Context: an optimization exercise on an open-source flow, tuned for small area. The choices shown serve that exercise and are no tape-out recipe. Function was checked by simulation only, so behaviour that the tests miss may differ from the original. Power figures rest on the tool's default switching activity, not on a simulated workload. The clock port is modelled as an ideal driver; clocking choices that lean on that would not hold on a real chip.

==> flow/design.v (excerpt) <==
module dmem_responder (
    input  logic        CLK,
    input  logic        reset,
    input  logic        req_valid,
    output logic        req_ready,
    input  logic        req_write,
    input  logic [63:0] req_addr,
    input  logic [63:0] req_wdata,
    output logic        rsp_valid,
    input  logic        rsp_ready,
    output logic [63:0] rsp_rdata,
    output logic        rsp_err
);
    localparam int D    = dmem_pkg::DEPTH;
    localparam int IW   = dmem_pkg::IDX_W;
    localparam int NT   = dmem_pkg::N_TAP;
    localparam int STEP = dmem_pkg::STEP;
    localparam logic [1:0] ST_IDLE = 2'd0;
    localparam logic [1:0] ST_W1   = 2'd1;
    localparam logic [1:0] ST_W2   = 2'd2;
    localparam logic [1:0] ST_RESP = 2'd3;
    logic [1:0]    r_state;
    logic [IW-1:0] r_nphase;     
    logic [IW-1:0] r_pos;        
    logic          r_err;
    logic          r_ok;         
    logic          r_got;        
    logic          r_pend;       
    logic [63:0]   r_data;
    logic [NT-1:0] w_wr_sel;     
    logic [NT-1:0] w_wr_hold;    
    logic [D*64-1:0] r_slot;     
    logic [dmem_pkg::CLR_W-1:0] r_clr;   
    logic          w_clr;        
    logic          w_idle;
    logic          w_accept;
    logic          w_store;
    logic          w_st_load;
    logic [IW-1:0] w_req_idx;
    logic          w_req_err;
    logic          w_req_ok;
    logic [IW-1:0] w_pos_req;    
    logic          w_lo_hit;     
    logic [2:0]    w_hi_tap;     
    logic          w_cap_req;
    logic          w_cap_cur;
    logic [NT-1:0] w_rd_sel;
    logic          w_rd_any;
    logic          w_pend_nxt;
    logic [IW-1:0] w_pos_wr;     
    logic [(NT+1)*64-1:0] w_mux_in;
    logic [63:0]   w_rd_data;
    assign w_idle    = (r_state == ST_IDLE);
    assign w_accept  = w_idle & req_valid;
    assign w_req_idx = req_addr[IW+2:3];
    assign w_req_err = (|req_addr[2:0]) | (|req_addr[63:IW+3]);
  ...
Size in the first run: about 3100 cells after synthesis, ~2100 flip-flops, ~200 I/O pins, ~52000 sq um of cells after synthesis.
==> flow/config.mk <==
export PLATFORM = sky130hd
export DESIGN_NAME = dmem_responder
export DESIGN_NICKNAME = dmem_responder
export VERILOG_FILES = /design/flow/design.v
export SDC_FILE = /design/flow/constraint.sdc
export NUM_CORES = 4
export LEC_CHECK = 0
export CAP_MARGIN = 20
export CORE_MARGIN = 2
export CORE_UTILIZATION = 80
export CTS_BUF_LIST = sky130_fd_sc_hd__clkbuf_16
export CTS_CLUSTER_DIAMETER = 100
export CTS_CLUSTER_SIZE = 30
export SLEW_MARGIN = 20
export SYNTH_HIERARCHICAL = 1
==> flow/constraint.sdc <==
create_clock -name core_clock -period 6.0 [get_ports {CLK}]
set_input_delay 1.2000 -clock core_clock [delete_from_list [all_inputs] [get_ports {CLK}]]
set_output_delay 1.2000 -clock core_clock [all_outputs]
set_load 0.01 [all_outputs]
standard.sh (not shown) runs the stock make flow with config.mk's settings and CLKGATE_MAP_FILE= SYNTH_SCRIPT=/design/flow/synth_recipe.tcl, a recipe that flattens the netlist after the stock synthesis.
==> flow/flow/run.sh <==
#!/bin/bash
# Own layout flow: the standard ORFS flow (standard.sh), run whole, with two
# changes passed through ORFS's own environment hooks:
#  - port buffers are sky130_fd_sc_hd__buf_1 instead of the default pick
#    (every input and output port still gets its buffer);
#  - clock tree synthesis clusters about 10 flip-flops per leaf buffer within
#    40 um, with clkbuf_4 buffers, and inserts no dummy loads.
# The full output of the make run is kept in flow_make.log in this folder;
# ORFS's per-step logs stay under orfs/logs/.
set -euo pipefail
export BUFFER_PORTS_ARGS="-buffer_cell sky130_fd_sc_hd__buf_1"
export CTS_ARGS="-sink_clustering_enable -repair_clock_nets -dont_use_dummy_load -buf_list sky130_fd_sc_hd__clkbuf_4 -sink_clustering_size 10 -sink_clustering_max_diameter 40"
bash standard.sh finish > flow_make.log 2>&1
The first run went through all stages and came out clean.
Then changed:
--- a/flow/flow/run.sh
+++ b/flow/flow/run.sh
@@ -6,2 +6,2 @@
-#  - clock tree synthesis clusters about 10 flip-flops per leaf buffer within
-#    40 um, with clkbuf_4 buffers, and inserts no dummy loads.
+#  - clock tree synthesis clusters about 20 flip-flops per leaf buffer within
+#    60 um, with clkbuf_8 buffers, and inserts no dummy loads.
@@ -12 +12 @@
-export CTS_ARGS="-sink_clustering_enable -repair_clock_nets -dont_use_dummy_load -buf_list sky130_fd_sc_hd__clkbuf_4 -sink_clustering_size 10 -sink_clustering_max_diameter 40"
+export CTS_ARGS="-sink_clustering_enable -repair_clock_nets -dont_use_dummy_load -buf_list sky130_fd_sc_hd__clkbuf_8 -sink_clustering_size 20 -sink_clustering_max_diameter 60"
CORE_UTILIZATION = 88   (was 80)
What happened: This time the run ended with an error in detailed placement (3_5_place_dp) with DPL-0033; synthesized area stays the same; synthesized cell count is unchanged.
Then changed:
CAP_MARGIN = 5   (was 20)
CORE_UTILIZATION = 80   (was 88)
CTS_BUF_LIST = default   (was sky130_fd_sc_hd__clkbuf_16)
CTS_CLUSTER_DIAMETER = default   (was 100)
CTS_CLUSTER_SIZE = default   (was 30)
SLEW_MARGIN = 5   (was 20)
Outcome:
- With this change the flow passed the timing, design-rule and antenna checks
- area after synthesis does not change
- synthesized cell count stays the same
Then changed:
CAP_MARGIN = 20   (was 5)
CORE_UTILIZATION = 65   (was 80)
CTS_BUF_LIST = sky130_fd_sc_hd__clkbuf_16   (was default)
CTS_CLUSTER_DIAMETER = 100   (was default)
CTS_CLUSTER_SIZE = 30   (was default)
SLEW_MARGIN = 20   (was 5)
After rerunning: The changed run finished with timing, DRC and antenna clean. Power hardly moves. Global-route usage decreases by 7.6 points. Synthesized cell count stays the same. Wire length came out lower by about 2.1%. Maximum frequency increases by about 3%. Cell area came out higher by about 0.6%. Register-to-register slack is better by 0.06 ns. Via count falls by about 2.6%. Critical path depth stays the same.
Then changed:
==> flow/run.sh (new file) <==
#!/bin/bash
# synth_recipe.tcl (not shown) runs the flow's synth.tcl, then flattens the netlist and writes it again
# the make line also repeats each setting of config.mk as NAME=value (left out here)
make -C /OpenROAD-flow-scripts/flow DESIGN_CONFIG=/design/flow/config.mk WORK_HOME=/design/flow/orfs CLKGATE_MAP_FILE= SYNTH_SCRIPT=/design/flow/synth_recipe.tcl finish
CORE_UTILIZATION = 80   (was 65)
SETUP_SLACK_MARGIN = 0.3   (was default)
removed: flow/flow/run.sh
removed: flow/standard.sh
Result:
- The changed run finished clean
- power grows by a few percent
- register-to-register slack improves by 0.15 ns
- critical path depth grows by 3


## the reference run
The RTL this note starts from:
==> flow/design.v <==
`default_nettype none
package dmem_pkg;
    localparam int DEPTH  = 32;     
    localparam int IDX_W  = 5;      
    localparam int STEP   = 4;      
    localparam int N_TAP  = 8;      
    localparam int RD_OFF = 0;      
    localparam int WR_OFF = 0;      
endpackage
`default_nettype wire
`default_nettype none
module dmem_array (
    input  logic [(dmem_pkg::N_TAP+1)*64-1:0] i_data,
    input  logic [dmem_pkg::N_TAP:0]          i_sel,
    output logic [63:0]                       o_data
);
    localparam int N = dmem_pkg::N_TAP + 1;
    always_comb begin
        o_data = '0;
        for (int k = 0; k < N; k++) begin
            o_data = o_data | (i_data[64*k +: 64] & {64{i_sel[k]}});
        end
    end
endmodule
`default_nettype wire
`default_nettype none
module dmem_responder (
    input  logic        CLK,
    input  logic        reset,
    input  logic        req_valid,
    output logic        req_ready,
    input  logic        req_write,
    input  logic [63:0] req_addr,
    input  logic [63:0] req_wdata,
    output logic        rsp_valid,
    input  logic        rsp_ready,
    output logic [63:0] rsp_rdata,
    output logic        rsp_err
);
    localparam int D    = dmem_pkg::DEPTH;
    localparam int IW   = dmem_pkg::IDX_W;
    localparam int NT   = dmem_pkg::N_TAP;
    localparam int STEP = dmem_pkg::STEP;
    localparam logic [1:0] ST_IDLE = 2'd0;
    localparam logic [1:0] ST_W1   = 2'd1;
    localparam logic [1:0] ST_W2   = 2'd2;
    localparam logic [1:0] ST_RESP = 2'd3;
    logic [1:0]    r_state;
    logic [IW-1:0] r_phase;      
    logic [IW-1:0] r_idx;
    logic          r_err;
    logic          r_ok;         
    logic          r_got;        
    logic          r_pend;       
    logic [63:0]   r_data;
    logic [NT-1:0] r_wr_sel;     
    logic [NT-1:0] r_wr_hold;    
    logic [D*64-1:0] r_slot;     
    logic [D-1:0]  r_slot_wr;    
    logic          w_idle;
    logic          w_accept;
    logic          w_store;
    logic          w_st_load;
    logic [IW-1:0] w_req_idx;
    logic          w_req_err;
    logic          w_req_ok;
    logic [IW-1:0] w_pos_req;    
    logic [IW-1:0] w_pos_cur;    
    logic          w_fwd;
    logic          w_cap_req;
    logic          w_cap_cur;
    logic [NT-1:0] w_rd_sel;
    logic          w_rd_any;
    logic          w_pend_nxt;
    logic [IW-1:0] w_pos_wr;     
    logic [NT-1:0] w_wr_sel_nxt;
    logic [(NT+1)*64-1:0] w_mux_in;
    logic [63:0]   w_rd_data;
    assign w_idle    = (r_state == ST_IDLE);
    assign w_accept  = w_idle & req_valid;
    assign w_req_idx = req_addr[IW+2:3];
    assign w_req_err = (|req_addr[2:0]) | (|req_addr[63:IW+3]);
    assign w_store   = w_accept & req_write & ~w_req_err;
    assign w_st_load = w_accept & req_write;
    assign w_req_ok  = ~req_write & ~w_req_err;
    assign w_pos_req = w_req_idx + r_phase;
    assign w_pos_cur = r_idx + r_phase;
    assign w_fwd     = r_pend & (r_idx == w_req_idx);
    assign w_cap_req = w_accept & ~req_write & ~w_fwd;
    assign w_cap_cur = ~w_idle & r_ok;
    always_comb begin
        for (int k = 0; k < NT; k++) begin
            w_rd_sel[k] = r_slot_wr[STEP * k + dmem_pkg::RD_OFF] &
                ((w_cap_req & (w_pos_req == IW'(STEP * k + dmem_pkg::RD_OFF))) |
                 (w_cap_cur & (w_pos_cur == IW'(STEP * k + dmem_pkg::RD_OFF))));
        end
    end
    assign w_rd_any = |w_rd_sel;
    assign w_pend_nxt = ~reset & (w_store | (r_pend & ~(|r_wr_sel)));
    assign w_pos_wr   = (w_accept ? w_req_idx : r_idx) + r_phase + IW'(2);
    always_comb begin
        for (int j = 0; j < NT; j++) begin
            w_wr_sel_nxt[j] = w_pend_nxt &
                              (w_pos_wr == IW'(STEP * j + dmem_pkg::WR_OFF));
        end
    end
    always_ff @(posedge CLK) begin
        r_wr_sel  <= w_wr_sel_nxt;
        r_wr_hold <= ~w_wr_sel_nxt;
    end
    always_ff @(posedge CLK) begin
        for (int s = 0; s < D; s++) begin
            if ((s % STEP) == dmem_pkg::WR_OFF) begin
                r_slot[64*s +: 64] <=
                    (r_data & {64{r_wr_sel[s / STEP]}}) |
                    (r_slot[64*((s + D - 1) % D) +: 64] & {64{r_wr_hold[s / STEP]}});
                r_slot_wr[s] <= ~reset & (r_wr_sel[s / STEP] |
                                          (r_slot_wr[(s + D - 1) % D] & r_wr_hold[s / STEP]));
            end else begin
                r_slot[64*s +: 64] <= r_slot[64*((s + D - 1) % D) +: 64];
                r_slot_wr[s] <= ~reset & r_slot_wr[(s + D - 1) % D];
            end
        end
    end
    always_comb begin
        for (int k = 0; k < NT; k++) begin
            w_mux_in[64*k +: 64] = r_slot[64*(STEP * k + dmem_pkg::RD_OFF) +: 64];
        end
        w_mux_in[64*NT +: 64] = req_wdata;
    end
    dmem_array u_rdmux (
        .i_data (w_mux_in),
        .i_sel  ({w_st_load, w_rd_sel}),
        .o_data (w_rd_data)
    );
    always_ff @(posedge CLK) begin
        if (w_st_load | w_rd_any) begin
            r_data <= w_rd_data;
        end
    end
    always_ff @(posedge CLK) begin
        if (reset) begin
            r_state <= ST_IDLE;
            r_phase <= '0;
            r_pend  <= 1'b0;
        end else begin
            r_phase <= r_phase + 1'b1;
            r_pend  <= w_pend_nxt;
            case (r_state)
                ST_IDLE: if (req_valid) r_state <= ST_W1;
                ST_W1:   r_state <= ST_W2;
                ST_W2:   r_state <= ST_RESP;
                default: if (rsp_ready) r_state <= ST_IDLE;
            endcase
        end
    end
    always_ff @(posedge CLK) begin
        if (w_accept) begin
            r_idx <= w_req_idx;
            r_err <= w_req_err;
            r_ok  <= w_req_ok;
            r_got <= w_req_ok & (w_rd_any | w_fwd);
        end else if (w_rd_any) begin
            r_got <= 1'b1;
        end
    end
    assign req_ready = w_idle;
    assign rsp_valid = (r_state == ST_RESP);
    assign rsp_rdata = (r_data & {64{r_got}}) | w_rd_data;
    assign rsp_err   = r_err;
endmodule
`default_nettype wire
clock: 6.0 ns
lec_check: 0
cap_margin: 20
core_margin: 2
core_utilization: 65
cts_buf_list: sky130_fd_sc_hd__clkbuf_16
cts_cluster_diameter: 100
cts_cluster_size: 30
slew_margin: 20
synth_hierarchical: 1
run.sh (not shown) runs the stock make flow with config.mk's settings and CLKGATE_MAP_FILE= SYNTH_SCRIPT=/design/flow/synth_recipe.tcl, a recipe that flattens the netlist after the stock synthesis.
Stock flow here: none of the scripts above is used.
The reference run ended with every stage complete and zero timing, DRC or antenna violations.
For the trial run, these inputs were changed with respect to the reference run:
==> flow/flow/run.sh (new file) <==
#!/bin/bash
# Own layout flow: the standard ORFS flow (standard.sh), run whole, with two
# changes passed through ORFS's own environment hooks:
#  - port buffers are sky130_fd_sc_hd__buf_1 instead of the default pick
#    (every input and output port still gets its buffer);
#  - clock tree synthesis clusters about 30 flip-flops per leaf buffer within
#    100 um and inserts no dummy loads.
# The full output of the make run is kept in flow_make.log in this folder;
# ORFS's per-step logs stay under orfs/logs/.
set -euo pipefail
export BUFFER_PORTS_ARGS="-buffer_cell sky130_fd_sc_hd__buf_1"
export CTS_ARGS="-sink_clustering_enable -repair_clock_nets -dont_use_dummy_load -buf_list sky130_fd_sc_hd__clkbuf_16 -sink_clustering_size 30 -sink_clustering_max_diameter 100"
bash standard.sh finish > flow_make.log 2>&1
==> flow/standard.sh (new file) <==
#!/bin/bash
# synth_recipe.tcl (not shown) runs the flow's synth.tcl, then flattens the netlist and writes it again
# the make line also repeats each setting of config.mk as NAME=value (left out here)
make -C /OpenROAD-flow-scripts/flow DESIGN_CONFIG=/design/flow/config.mk WORK_HOME=/design/flow/orfs CLKGATE_MAP_FILE= SYNTH_SCRIPT=/design/flow/synth_recipe.tcl "${@:-finish}"
removed: flow/run.sh
Notes after the runs:
The trial run against the reference run: worst path setup slack after routing rose 0.30 ns; utilization fell 2.9 points; overall routing resource usage fell 0.27 points. The reference run was larger in final cell area than the trial run. Diff the trial run..the reference run | number of sequential storage elements | unchanged. Changes observed in the trial run relative to the reference run: via count saw a decrease, logic depth of the worst path, buffers included shows an increase of 2.

static timing again, ports no longer ideal:
No port has a modelled driver above. Below, the same layouts with a new extraction and two added sets of constraints. Step 1 assumes that a clkbuf_16 drives the clock port and a buf_2 every other input. Step 2 moves the port delays by t, midway between the first and last clock arrival at a register: inputs arrive t later, outputs are due t later. That takes back most of the time a late clock gives input paths. Slacks: ideal / step 1 / step 2; pairs: ideal / step 1.
run	shift t [ns]	slack for setup (ns)	worst hold slack (ns)	cell pins on the clock port's net
the first run of note 1	1.103	0.463 / 0.398 / 0.573	0.286 / 0.286 / 0.286	1
the third run of note 1	0.809	0.244 / 0.177 / 0.578	0.294 / 0.294 / 0.294	1
the fourth run of note 1	0.795	0.422 / 0.359 / 0.669	0.278 / 0.278 / 0.278	1
the fifth run of note 1	0.746	0.255 / 0.227 / 0.227	0.321 / 0.321 / 0.321	1
the reference run	0.732	0.144 / 0.111 / -0.509	0.323 / 0.323 / 0.323	1
the trial run	0.712	0.443 / 0.407 / 0.407	0.308 / 0.308 / 0.308	1
With both steps, setup timing fails in the reference run, where it was met with ideal ports. The setup slack of the reference run, which loses most, moves by -0.033 ns with the drivers and by -0.653 ns with both steps.
